Background: an optimization exercise with open tools, aiming at small area, a short achievable clock period and few clock cycles per item. Do not read the settings as production practice. At most, simulation tests tie the RTL to the original design; equivalence was not proved. No activity file was given, so power comes from the tool's default toggle rates.

Design median_blend_filter_unit, start of the top module:
module median_blend_filter_unit #(
  parameter int WINDOW_MAX = mbf_pkg::WINDOW_MAX_DEF
) (
  input  logic                              clk,
  input  logic                              rst_n,
  input  logic                              in_valid,
  output logic                              in_ready,
  input  logic [mbf_pkg::SAMPLE_W-1:0]      in_sample,
  output logic                              out_valid,
  input  logic                              out_ready,
  output logic [mbf_pkg::SAMPLE_W-1:0]      out_filtered,
  output logic                              out_valid_res,
  input  logic                              cfg_psel,
  input  logic                              cfg_penable,
  input  logic                              cfg_pwrite,
  input  logic [mbf_pkg::CFG_ADDR_W-1:0]    cfg_paddr,
  input  logic [mbf_pkg::CFG_DATA_W-1:0]    cfg_pwdata,
  output logic [mbf_pkg::CFG_DATA_W-1:0]    cfg_prdata,
  output logic                              cfg_pready
);
Size in the first run: about 6,800 cells after synthesis, about 140 I/O pins.
Settings: LEC_CHECK=0, CAP_MARGIN=20, CORE_MARGIN=2, CORE_UTILIZATION=40, SLEW_MARGIN=20; clock period 10.0 ns.
run.sh (not shown) runs the stock make flow with config.mk's settings and CLKGATE_MAP_FILE= SYNTH_SCRIPT=/design/flow/synth_recipe.tcl, a recipe that flattens the netlist after the stock synthesis.
The first run ran to the end with no violations.
Next try:
--- a/flow/design.v
+++ b/flow/design.v
@@ -30,43 +30,39 @@
   output logic [mbf_pkg::NBOOTH-1:0]          bneg,       
   output logic [mbf_pkg::NBOOTH-1:0]          bone,
   output logic [mbf_pkg::NBOOTH-1:0]          btwo
 );
   logic [mbf_pkg::LEN_REG_W-1:0] len_r;
   logic [mbf_pkg::WEIGHT_W-1:0]  weight_r;
-  logic [mbf_pkg::CFG_DATA_W-1:0] prdata_r;
   logic                          wr_en;
   assign pready = 1'b1;
   assign wr_en  = psel && penable && pwrite;
   always_ff @(posedge clk) begin
     if (!rst_n) begin
       len_r    <= mbf_pkg::LEN_RESET;
       weight_r <= mbf_pkg::WEIGHT_RESET;
     end else if (wr_en) begin
       if (paddr[2]) weight_r <= pwdata[mbf_pkg::WEIGHT_W-1:0];
       else          len_r    <= pwdata[mbf_pkg::LEN_REG_W-1:0];
     end
   end
-  always_ff @(posedge clk) begin
-    prdata_r <= paddr[2] ? mbf_pkg::CFG_DATA_W'(weight_r) : mbf_pkg::CFG_DATA_W'(len_r);
-  end
-  assign prdata = prdata_r;
+  assign prdata = paddr[2] ? mbf_pkg::CFG_DATA_W'(weight_r) : mbf_pkg::CFG_DATA_W'(len_r);
   function automatic logic [4:0] clamp_len(logic [4:0] l);
     if (l == 5'd0)       clamp_len = 5'd1;
     else if (l > 5'd16)  clamp_len = 5'd16;
     else                 clamp_len = l;
   endfunction
   logic [4:0]  len_src, n_d;
   logic [16:0] w_src, w_sat;
   logic [18:0] w_ext;
   logic [3:0]  klo_d, khi_d;
   logic [14:0] msk_d;
   logic [mbf_pkg::NBOOTH-1:0] bneg_d, bone_d, btwo_d;
   always_comb begin
-    len_src = rst_n ? len_r : mbf_pkg::LEN_RESET;
-    w_src   = rst_n ? weight_r : mbf_pkg::WEIGHT_RESET;
+    len_src = len_r;
+    w_src   = weight_r;
     n_d     = clamp_len(len_src);
     klo_d   = 4'((n_d - 5'd1) >> 1);
     khi_d   = 4'(n_d >> 1);
     for (int j = 0; j < 15; j++) msk_d[j] = (5'(j) < (n_d - 5'd1));
     w_sat = (w_src > mbf_pkg::ONE_Q16) ? mbf_pkg::ONE_Q16 : w_src;
     w_ext = {1'b0, w_sat, 1'b0};
@@ -79,21 +75,33 @@
   end
   logic [4:0]  n_r;
   logic [14:0] msk_r;
   logic [3:0]  klo_r, klo_m1_r, khi_r, khi_m1_r;
   logic [mbf_pkg::NBOOTH-1:0] bneg_r, bone_r, btwo_r;
   always_ff @(posedge clk) begin
+    if (!rst_n) begin
+      n_r      <= 5'd5;
+      msk_r    <= 15'b000_0000_0000_1111;
+      klo_r    <= 4'd2;
+      klo_m1_r <= 4'd1;
+      khi_r    <= 4'd2;
+      khi_m1_r <= 4'd1;
+      bneg_r   <= mbf_pkg::NBOOTH'(1 << 7);
+      bone_r   <= mbf_pkg::NBOOTH'(1 << 8);
+      btwo_r   <= mbf_pkg::NBOOTH'(1 << 7);
+    end else begin
     n_r      <= n_d;
     msk_r    <= msk_d;
     klo_r    <= klo_d;
     klo_m1_r <= (klo_d == 4'd0) ? 4'd15 : klo_d - 4'd1;
     khi_r    <= khi_d;
     khi_m1_r <= (khi_d == 4'd0) ? 4'd15 : khi_d - 4'd1;
     bneg_r   <= bneg_d;
     bone_r   <= bone_d;
     btwo_r   <= btwo_d;
+    end
   end
   assign n_eff   = n_r;
   assign old_msk = msk_r;
   assign k_lo    = klo_r;
   assign k_lo_m1 = klo_m1_r;
   assign k_hi    = khi_r;
@@ -122,13 +130,13 @@
   logic [14:0][3:0] q;
   logic [14:0] lo_old, hi_old;
   logic        lo_x, hi_x;
   logic [15:0] sel_lo_r, sel_hi_r;
   always_comb begin
     for (int j = 0; j < 15; j++) begin
-      c_new[j] = $signed(hist_r[j]) < $signed(x);
+      c_new[j] = {~hist_r[j][31], hist_r[j][30:0]} < {~x[31], x[30:0]};
     end
   end
   always_comb begin
     for (int i = 0; i < 15; i++) begin
       logic [3:0] cnt;
       cnt = '0;
@@ -186,13 +194,13 @@
     hi = '0;
     for (int i = 0; i < 16; i++) begin
       lo = lo | (hist[i] & {32{sel_lo[i]}});
       hi = hi | (hist[i] & {32{sel_hi[i]}});
     end
     s  = hist[0];
-    d2 = 34'($signed(lo)) + 34'($signed(hi)) - {s[31], s, 1'b0};
+    d2 = {{2{lo[31]}}, lo} + {{2{hi[31]}}, hi} - {s[31], s, 1'b0};
   end
   always_ff @(posedge clk) begin
     if (adv) begin
       d_r <= d2[33:1];
       s_r <= s;
     end
After rerunning: The changed run finished with timing, DRC and antenna clean. Global-route usage climbs by 0.30 points. Via count drops by 3.1%. Register-to-register slack is worse by 0.18 ns. Power drops by 1.4%. Fmax drops by 2.2%. Worst setup slack is worse by 0.18 ns. Cell area drops by 2.4%. Synthesized cell count drops by 4.2%. Clock power stays flat.
Testbench counts after the change, summed over its fixed seeds: cycles 5,040, items 4,800.
No functional check of the RTL was part of the first run of this note.

-- separate check: timing with driven ports --
No port has a modelled driver above. Below, the same layouts with a new extraction and two added sets of constraints.
Step 1 (the two cells are an assumption about what drives the block):
set clk [get_ports {clk}]
set_driving_cell -lib_cell sky130_fd_sc_hd__clkbuf_16 $clk
set_driving_cell -lib_cell sky130_fd_sc_hd__buf_2 [delete_from_list [all_inputs] $clk]
Step 2, shift: input delay + t, output delay - t, t = (earliest + latest rising clock arrival at the registers) / 2. This alone moves slack from input paths to output paths.
Slacks: ideal ports / drivers / drivers and shift; pairs: ideal ports / drivers.
run | t (ns) | setup slack, ns | worst slew at a driven data input, ns
the first run | 0.848 | 2.348 / 2.348 / 2.348 | 0.07
the second run | 0.842 | 2.172 / 2.172 / 2.172 | 0.05
After both steps setup and hold are still met in every run listed.
